This design comes from an exercise in tuning for small area on the open sky130 flow, not from production work.
Function was checked by simulation only, so behaviour that the tests miss may differ from the original.

==> run a: inputs <==
Design meter_poll_retry_sequencer_unit, start of the top module:
module meter_poll_retry_sequencer_unit
(
  input  wire        clk,
  input  wire        rst_n,
  input  wire        in_valid,
  output logic       in_stall,
  input  mprs_pkg::in_item_t   in_data,
  output logic       out_valid,
  input  wire        out_stall,
  output mprs_pkg::out_item_t  out_data,
  input  wire        psel,
  input  wire        penable,
  input  wire        pwrite,
  input  wire [3:0]  paddr,
  input  wire [31:0] pwdata,
  output logic [31:0] prdata,
  output logic       pready
);
  mprs_pkg::cfg_t cfg_r;
  logic       wr_en;
  logic       buf_clr, buf_wr, nonempty;
  logic [3:0] k;
  logic [7:0] lo, hi, rd_vexp, rd_cexp, rd_pexp;
  assign pready = 1'b1;
  assign wr_en  = psel && penable && pwrite;
  always_ff @(posedge clk) begin
    if (!rst_n) begin
      cfg_r.poll_period <= POLL_RST;
      cfg_r.reply_wait  <= WAIT_RST;
      cfg_r.retry_limit <= RETRY_RST;
    end else if (wr_en) begin
      case (paddr[3:2])
        REG_POLL:  cfg_r.poll_period <= pwdata[15:0];
        REG_WAIT:  cfg_r.reply_wait  <= pwdata[11:0];
        REG_RETRY: cfg_r.retry_limit <= pwdata[3:0];
        default: begin
        end
      endcase
    end
  end
  always_comb begin
    case (paddr[3:2])
      REG_POLL:  prdata = {16'h0000, cfg_r.poll_period};
      REG_WAIT:  prdata = {20'h00000, cfg_r.reply_wait};
      REG_RETRY: prdata = {28'h0000000, cfg_r.retry_limit};
      default:   prdata = '0;
    endcase
  end
  mprs_ctrl u_ctrl (
    .clk       (clk),
    .rst_n     (rst_n),
    .cfg       (cfg_r),
    .in_valid  (in_valid),
    .in_stall  (in_stall),
    .in_data   (in_data),
  ...
clock: 6.0 ns
lec_check: 0
cap_margin: 20
core_margin: 2
core_utilization: 75
cts_cluster_diameter: 60
cts_cluster_size: 24
place_density: 0.8
slew_margin: 20
run.sh (not shown) runs the stock make flow with config.mk's settings and CLKGATE_MAP_FILE= SYNTH_SCRIPT=/design/flow/synth_recipe.tcl, a recipe that flattens the netlist after the stock synthesis.
==> run b: changes against run a <==
==> flow/design.v (replaced) <==
`default_nettype none
package mprs_pkg;
  localparam logic [15:0] POLL_RST  = 16'd1000;
  localparam logic [11:0] WAIT_RST  = 12'd100;
  localparam logic [3:0]  RETRY_RST = 4'd5;
  localparam logic CMD_TICK = 1'b0;
  localparam logic CMD_BYTE = 1'b1;
  localparam logic [1:0] REG_POLL  = 2'd0;
  localparam logic [1:0] REG_WAIT  = 2'd1;
  localparam logic [1:0] REG_RETRY = 2'd2;
  localparam int RING_N = 29;
  localparam logic [5:0] WIDX_OPEN = 6'd58;   
  localparam logic [5:0] WIDX_FULL = 6'd29;   
  localparam logic [2:0] PH_SCALE  = 3'd0;   
  localparam logic [2:0] PH_VALUES = 3'd1;   
  localparam logic [2:0] PH_VAL    = 3'd2;   
  localparam logic [2:0] PH_ERRS   = 3'd3;   
  localparam logic [2:0] PH_ERRV   = 3'd4;   
  localparam logic [7:0] EXP_FIXED = 8'hFE;
  typedef struct packed {
    logic       command;
    logic [7:0] rx_byte;
  } in_item_t;
  typedef struct packed {
    logic [2:0]        action;
    logic [3:0]        quantity;
    logic [15:0]       raw_value;
    logic signed [7:0] decimal_exponent;
    logic              last;
  } out_item_t;
  typedef struct packed {
    logic [15:0] poll_period;
    logic [11:0] reply_wait;
    logic [3:0]  retry_limit;
  } cfg_t;
endpackage
`default_nettype wire
`default_nettype none
import mprs_pkg::*;
module mprs_ctrl
(
  input  wire        clk,
  input  wire        rst_n,
  input  mprs_pkg::cfg_t       cfg,
  input  wire        in_valid,
  output logic       in_stall,
  input  mprs_pkg::in_item_t   in_data,
  output logic       out_valid,
  input  wire        out_stall,
  output mprs_pkg::out_item_t  out_data,
  output logic       buf_clr,
  output logic       buf_wr,
  output logic [3:0] k,
  output logic       load,
  input  wire        nonempty,
  input  wire        wr_hold,
  input  wire        rd_align,
  input  wire        exp_align,
  input  wire [15:0] raw,
  input  wire [7:0]  rd_vexp,
  input  wire [7:0]  rd_cexp,
  input  wire [7:0]  rd_pexp
);
  logic [2:0]  ph_r;
  logic [3:0]  attempts_r;
  logic [11:0] timer_r;
  logic [15:0] since_r;
  logic [7:0]  vexp_r, cexp_r, pexp_r;
  logic        out_valid_r;
  logic        busy, is_val, is_byte, dlv, take, tick;
  logic [15:0] since_inc;
  logic        closed, good, tk_poll, tk_count, tk_retry, tk_fail, go_exp, go_values;
  logic [7:0]  val_exp;
  assign busy      = !ph_r[2] && !ph_r[1];
  assign is_val    = ph_r == PH_VAL;
  assign k         = attempts_r;
  assign is_byte   = in_data.command == CMD_BYTE;
  assign dlv       = out_valid_r && !out_stall;
  assign since_inc = (since_r == 16'hFFFF) ? since_r : since_r + 16'd1;
  assign closed    = busy && !(timer_r < cfg.reply_wait);
  assign good      = closed && nonempty;
  assign tk_poll   = !busy && (since_inc >= cfg.poll_period);
  assign tk_count  = busy && (timer_r < cfg.reply_wait);
  assign go_exp    = good && (ph_r == PH_SCALE);
  assign go_values = good && (ph_r == PH_VALUES);
  assign tk_retry  = closed && !good && (attempts_r < cfg.retry_limit);
  assign tk_fail   = closed && !good && !(attempts_r < cfg.retry_limit);
  assign in_stall  = (out_valid_r && out_stall) || is_val ||
                     (is_byte ? (busy && wr_hold) : (go_exp && !exp_align));
  assign take      = in_valid && !in_stall;
  assign tick      = take && !is_byte;
  assign buf_wr    = take && is_byte && busy;
  assign buf_clr   = tick && (tk_poll || go_exp);
  assign load      = is_val && !out_valid_r && rd_align;
  always_ff @(posedge clk) begin
    if (!rst_n) begin
      ph_r        <= PH_ERRS;
      since_r     <= 16'd0;
      out_valid_r <= 1'b0;
    end else begin
      if (dlv) begin
        out_valid_r <= 1'b0;
        if (is_val && (attempts_r == 4'd15)) begin
          ph_r <= PH_ERRS;
        end
      end
      if (load) begin
        out_valid_r <= 1'b1;
      end
      if (tick) begin
        since_r <= go_values ? 16'd0 : since_inc;
        if (tk_poll) begin
          ph_r        <= PH_SCALE;
          out_valid_r <= 1'b1;
        end else if (tk_retry) begin
          out_valid_r <= 1'b1;
        end else if (go_exp) begin
          ph_r        <= PH_VALUES;
          out_valid_r <= 1'b1;
        end else if (go_values) begin
          ph_r        <= PH_VAL;
        end else if (tk_fail) begin
          ph_r        <= (ph_r == PH_SCALE) ? PH_ERRS : PH_ERRV;
          out_valid_r <= 1'b1;
        end
      end
    end
  end
  always_ff @(posedge clk) begin
    if (tick) begin
      if (tk_poll || go_exp || go_values) begin
        attempts_r <= 4'd0;
      end else if (tk_retry) begin
        attempts_r <= attempts_r + 4'd1;
      end
      if (tk_poll || tk_retry || go_exp) begin
        timer_r <= 12'd0;
      end else if (tk_count) begin
        timer_r <= timer_r + 12'd1;
      end
    end else if (dlv && is_val) begin
      attempts_r <= attempts_r + 4'd1;
    end
  end
  always_ff @(posedge clk) begin
    if (tick && go_exp) begin
      vexp_r <= rd_vexp;
      cexp_r <= rd_cexp;
      pexp_r <= rd_pexp;
    end
  end
  always_comb begin
    if (k < 4'd3) begin
      val_exp = vexp_r;
    end else if (k < 4'd6) begin
      val_exp = cexp_r;
    end else if (k < 4'd12) begin
      val_exp = pexp_r;
    end else begin
      val_exp = EXP_FIXED;
    end
  end
  assign out_valid                 = out_valid_r;
  assign out_data.action           = ph_r;
  assign out_data.quantity         = is_val ? k : 4'd0;
  assign out_data.raw_value        = is_val ? raw : 16'd0;
  assign out_data.decimal_exponent = is_val ? val_exp : 8'd0;
  assign out_data.last             = is_val ? (k == 4'd15) : 1'b1;
endmodule
`default_nettype wire
`default_nettype none
import mprs_pkg::*;
module mprs_datapath
(
  input  wire        clk,
  input  wire        rst_n,
  input  wire        clr,        
  input  wire        wr,         
  input  wire [7:0]  wdata,
  input  wire [3:0]  k,          
  input  wire        load,       
  output logic       nonempty,   
  output logic       wr_hold,    
  output logic       rd_align,   
  output logic       exp_align,  
  output logic [15:0] raw,
  output logic [7:0] vexp,       
  output logic [7:0] cexp,
  output logic [7:0] pexp
);
  logic [7:0] ring [RING_N];
  logic [4:0] ptr_r;
  logic [5:0] widx_r;
  logic [4:0] hv_r;
  logic [15:0] raw_r;
  logic       to_ring, wr_now;
  logic [4:0] ridx;
  logic       lo_ok, hi_ok;
  assign to_ring   = !widx_r[5] && (widx_r != WIDX_FULL);
  assign wr_now    = wr && to_ring;
  assign nonempty  = widx_r != WIDX_OPEN;
  assign wr_hold   = to_ring && (ptr_r != widx_r[4:0]);
  always_ff @(posedge clk) begin
    if (!rst_n) begin
      ptr_r <= 5'd0;
    end else begin
      ptr_r <= (ptr_r == 5'(RING_N - 1)) ? 5'd0 : ptr_r + 5'd1;
    end
  end
  always_ff @(posedge clk) begin
    ring[0] <= wr_now ? wdata : ring[RING_N - 1];
    for (int i = 1; i < RING_N; i++) begin
      ring[i] <= ring[i - 1];
    end
  end
  always_ff @(posedge clk) begin
    if (clr) begin
      widx_r <= WIDX_OPEN;
    end else if (wr && (widx_r != WIDX_FULL)) begin
      widx_r <= widx_r + 6'd1;
    end
  end
  always_ff @(posedge clk) begin
    if (!rst_n) begin
      hv_r <= 5'd0;
    end else if (wr_now && (widx_r[4:0] == hv_r)) begin
      hv_r <= hv_r + 5'd1;
    end
  end
  assign ridx      = (k < 4'd12) ? {k, 1'b0} : 5'(k) + 5'd12;
  assign rd_align  = ptr_r == ridx;
  assign lo_ok     = ridx < hv_r;
  assign hi_ok     = ((ridx + 5'd1) < hv_r) && !((k >= 4'd12) && (k != 4'd15));
  always_ff @(posedge clk) begin
    if (load) begin
      raw_r <= {hi_ok ? ring[RING_N - 2] : 8'h00, lo_ok ? ring[RING_N - 1] : 8'h00};
    end
  end
  assign raw = raw_r;
  assign exp_align = ptr_r == 5'd1;
  assign vexp = (hv_r > 5'd1) ? ring[RING_N - 1] : 8'h00;
  assign cexp = (hv_r > 5'd2) ? ring[RING_N - 2] : 8'h00;
  assign pexp = (hv_r > 5'd3) ? ring[RING_N - 3] : 8'h00;
endmodule
`default_nettype wire
`default_nettype none
import mprs_pkg::*;
module meter_poll_retry_sequencer_unit
(
  input  wire        clk,
  input  wire        rst_n,
  input  wire        in_valid,
  output logic       in_stall,
  input  mprs_pkg::in_item_t   in_data,
  output logic       out_valid,
  input  wire        out_stall,
  output mprs_pkg::out_item_t  out_data,
  input  wire        psel,
  input  wire        penable,
  input  wire        pwrite,
  input  wire [3:0]  paddr,
  input  wire [31:0] pwdata,
  output logic [31:0] prdata,
  output logic       pready
);
  mprs_pkg::cfg_t cfg_r;
  logic       wr_en;
  logic       buf_clr, buf_wr, nonempty, load, wr_hold, rd_align, exp_align;
  logic [3:0] k;
  logic [15:0] raw;
  logic [7:0] rd_vexp, rd_cexp, rd_pexp;
  assign pready = 1'b1;
  assign wr_en  = psel && penable && pwrite;
  always_ff @(posedge clk) begin
    if (!rst_n) begin
      cfg_r.poll_period <= POLL_RST;
      cfg_r.reply_wait  <= WAIT_RST;
      cfg_r.retry_limit <= RETRY_RST;
    end else if (wr_en) begin
      case (paddr[3:2])
        REG_POLL:  cfg_r.poll_period <= pwdata[15:0];
        REG_WAIT:  cfg_r.reply_wait  <= pwdata[11:0];
        REG_RETRY: cfg_r.retry_limit <= pwdata[3:0];
        default: begin
        end
      endcase
    end
  end
  always_comb begin
    case (paddr[3:2])
      REG_POLL:  prdata = {16'h0000, cfg_r.poll_period};
      REG_WAIT:  prdata = {20'h00000, cfg_r.reply_wait};
      REG_RETRY: prdata = {28'h0000000, cfg_r.retry_limit};
      default:   prdata = '0;
    endcase
  end
  mprs_ctrl u_ctrl (
    .clk       (clk),
    .rst_n     (rst_n),
    .cfg       (cfg_r),
    .in_valid  (in_valid),
    .in_stall  (in_stall),
    .in_data   (in_data),
    .out_valid (out_valid),
    .out_stall (out_stall),
    .out_data  (out_data),
    .buf_clr   (buf_clr),
    .buf_wr    (buf_wr),
    .k         (k),
    .load      (load),
    .nonempty  (nonempty),
    .wr_hold   (wr_hold),
    .rd_align  (rd_align),
    .exp_align (exp_align),
    .raw       (raw),
    .rd_vexp   (rd_vexp),
    .rd_cexp   (rd_cexp),
    .rd_pexp   (rd_pexp)
  );
  mprs_datapath u_dp (
    .clk       (clk),
    .rst_n     (rst_n),
    .clr       (buf_clr),
    .wr        (buf_wr),
    .wdata     (in_data.rx_byte),
    .k         (k),
    .load      (load),
    .nonempty  (nonempty),
    .wr_hold   (wr_hold),
    .rd_align  (rd_align),
    .exp_align (exp_align),
    .raw       (raw),
    .vexp      (rd_vexp),
    .cexp      (rd_cexp),
    .pexp      (rd_pexp)
  );
endmodule
`default_nettype wire
==> flow/config.mk (replaced) <==
export PLATFORM = sky130hd
export DESIGN_NAME = meter_poll_retry_sequencer_unit
export DESIGN_NICKNAME = meter_poll_retry_sequencer_unit
export VERILOG_FILES = /design/flow/design.v
export SDC_FILE = /design/flow/constraint.sdc
export NUM_CORES = 4
export LEC_CHECK = 0
export CAP_MARGIN = 20
export CORE_MARGIN = 2
export CORE_UTILIZATION = 65
export CTS_CLUSTER_DIAMETER = 80
export CTS_CLUSTER_SIZE = 28
export SLEW_MARGIN = 20
==> run c: changes against run a <==
==> flow/config.mk (replaced) <==
export PLATFORM = sky130hd
export DESIGN_NAME = meter_poll_retry_sequencer_unit
export DESIGN_NICKNAME = meter_poll_retry_sequencer_unit
export VERILOG_FILES = /design/flow/design.v
export SDC_FILE = /design/flow/constraint.sdc
export NUM_CORES = 4
export LEC_CHECK = 0
export CAP_MARGIN = 20
export CORE_MARGIN = 2
export CORE_UTILIZATION = 40
export SLEW_MARGIN = 20
==> run summary <==
- Cell count: run c is larger than run a (16%).
- Of run b and run a, run a has the higher synthesized area (gap 19%, measured against run a).
- Clock skew: run c is lower than run b (7.0 ps).
- Of run a and run c, run a has the higher maximum frequency (gap 1.7%, measured against run c).

-- re-timing with driven ports --
In the flow no input, the clock included, has a driving cell. The finished layouts below were timed again as built, in two steps.
Step 1, drivers: a clkbuf_16 drives clk and a buf_2 each remaining input, both assumed.
Step 2 times the ports against the registers' clock, not the clock port: input delays grow and output delays shrink by t, the midpoint of the rising clock arrivals with the driver on.
a / b / c = no drivers / after step 1 / after step 2; a / b = the first two.
| run | t, ns | setup WS [ns] | worst register clock-pin slew, ns |
|---|---|---|---|
| run a | 0.589 | 0.570 / 0.520 / 1.110 | 0.09 / 0.09 |
| run b | 0.540 | 1.405 / 1.378 / 1.378 | 0.11 / 0.11 |
| run c | 0.598 | 0.477 / 0.426 / 1.024 | 0.06 / 0.06 |
After both steps every run listed still meets setup and hold. For run b, which loses most, drivers alone change the setup slack by -0.027 ns; drivers and shift together by -0.027 ns.
